This is an optimization exercise on Yosys and OpenROAD, whose aim is small area, a short achievable clock period and few clock cycles per item, not a production implementation. Only simulation tests tie the RTL to the original design; equivalence was not proved.

Setup of run a:
Design fc_layer_engine, start of the top module:
module fc_layer_engine #(
    parameter int N_IN  = 64,
    parameter int N_OUT = 16,
    parameter int DW    = 10,
    parameter int WW    = 9,
    parameter int BW    = 11,
    parameter int ACCW  = 25,
    parameter int OW    = 16,
    parameter int SHIFT = 0
) (
    input  logic                       clk,
    input  logic                       rst_n,
    input  logic                       in_valid,
    input  logic [DW-1:0]              in_data,
    output logic                       in_ready,
    output logic [fc_pkg::idx_w(N_IN)-1:0] w_addr,
    input  logic [N_OUT*WW-1:0]        weight,
    input  logic [N_OUT*BW-1:0]        bias,
    output logic                       out_valid,
    input  logic                       out_ready,
    output logic [OW-1:0]              out_data,
    output logic [fc_pkg::idx_w(N_OUT)-1:0] out_idx,
    output logic                       layer_done
);
For scale: ~8000 cells after synthesis, roughly 360 I/O pins, ~92000 sq um of cells after synthesis.
==> flow/config.mk <==
export PLATFORM = sky130hd
export DESIGN_NAME = fc_layer_engine
export DESIGN_NICKNAME = fc_layer_engine
export VERILOG_FILES = /design/flow/design.v
export SDC_FILE = /design/flow/constraint.sdc
export NUM_CORES = 4
export LEC_CHECK = 0
export CAP_MARGIN = 20
export CORE_MARGIN = 2
export CORE_UTILIZATION = 62
export SETUP_SLACK_MARGIN = 5.0
export SLEW_MARGIN = 20
==> flow/constraint.sdc <==
create_clock -name core_clock -period 8.5 [get_ports {clk}]
set_input_delay 1.7000 -clock core_clock [delete_from_list [all_inputs] [get_ports {clk}]]
set_output_delay 1.7000 -clock core_clock [all_outputs]
set_load 0.01 [all_outputs]
standard.sh (not shown) runs the stock make flow with config.mk's settings and CLKGATE_MAP_FILE= SYNTH_SCRIPT=/design/flow/synth_recipe.tcl, a recipe that flattens the netlist after the stock synthesis.
==> flow/flow/run.sh <==
#!/bin/bash
# Own layout flow, built on the standard flow (standard.sh):
#  1. the standard synthesis, unchanged (bash standard.sh synth);
#  2. flow/polarity.py re-wires the inverters around full-adder cells in the synthesized
#     netlist (a full adder fed complemented inputs gives complemented outputs), which removes
#     inverters; no flip-flop, port or other cell changes (the original netlist is kept as
#     1_2_yosys.std.v);
#  3. the standard ORFS layout steps (bash standard.sh finish) with the port buffers made of
#     plain buffers and a larger setup-repair margin, so that timing repair keeps working
#     towards a shorter clock period. The clock period and constraints are the design's.
# Each step writes its full output to a log file of its own in this folder.
set -euo pipefail
MARGIN=$(cat flow/margin.txt)
R=orfs/results/${FLOW_PLATFORM:-sky130hd}/fc_layer_engine/base
bash standard.sh synth > synth.log 2>&1
cp "$R/1_2_yosys.v" "$R/1_2_yosys.std.v"
python3 flow/polarity.py "$R/1_2_yosys.std.v" "$R/1_2_yosys.pol.v" > polarity.log 2>&1
mv "$R/1_2_yosys.pol.v" "$R/1_2_yosys.v"
rm -f "$R/1_synth.odb" "$R/1_synth.sdc"
bash standard.sh finish SETUP_SLACK_MARGIN="$MARGIN" \
    BUFFER_PORTS_ARGS="-buffer_cell sky130_fd_sc_hd__buf_1" > layout.log 2>&1
test -f out/final.def
Other scripts of this flow, unchanged in this note and not shown: flow/flow/margin.txt, flow/flow/polarity.py
Run a | stages: all done | timing, DRC, antenna: all pass
Testbench counts of run a, summed over its fixed seeds: cycles 12,440, items 192.
Modified inputs, run b compared to run a
# run a
export LEC_CHECK = 0
export CAP_MARGIN = 20
export CORE_MARGIN = 2
export CORE_UTILIZATION = 62
export SETUP_SLACK_MARGIN = 5.0
export SLEW_MARGIN = 20
create_clock -name core_clock -period 8.5 [get_ports {clk}]
# run b
export LEC_CHECK = 0
export CAP_MARGIN = 20
export CORE_MARGIN = 2
export CORE_UTILIZATION = 55
export SETUP_SLACK_MARGIN = 5.0
export SLEW_MARGIN = 20
export TNS_END_PERCENT = 30
create_clock -name core_clock -period 8.5 [get_ports {clk}]
==> results.txt <==
- Non-clock buffer count: run b < run a
- The count of clock-buffer cells in the layout of run b exceeds that of run a by 8.
- [run b] hold slack fell 0.0032 ns relative to run a
- There was hardly any difference in routed length per instance between run b and run a.
- Diff run a..run b | flip-flop and latch area | negligible

## separate check: timing with driven ports
In the flow no input, the clock included, has a driving cell. The finished layouts below were timed again as built, in two steps.
Step 1: set_driving_cell puts a clkbuf_16 on clk and a buf_2 on each other input, an assumption about the parent block.
Step 2 times the ports against the registers' clock, not the clock port: input delays grow and output delays shrink by t, the midpoint of the rising clock arrivals with the driver on.
a / b / c = ideal / step 1 / step 2; a / b = the first two.
| run | shift t [ns] | slack for setup (ns) | worst hold slack (ns) |
|---|---|---|---|
| run a | 0.883 | 5.317 / 5.258 / 4.882 | 0.436 / 0.436 / 0.436 |
| run b | 0.921 | 5.278 / 5.211 / 4.912 | 0.433 / 0.433 / 0.433 |
After both steps setup and hold are still met in every run listed. The setup slack of run a, which loses most, moves by -0.059 ns with the drivers and by -0.435 ns with both steps.
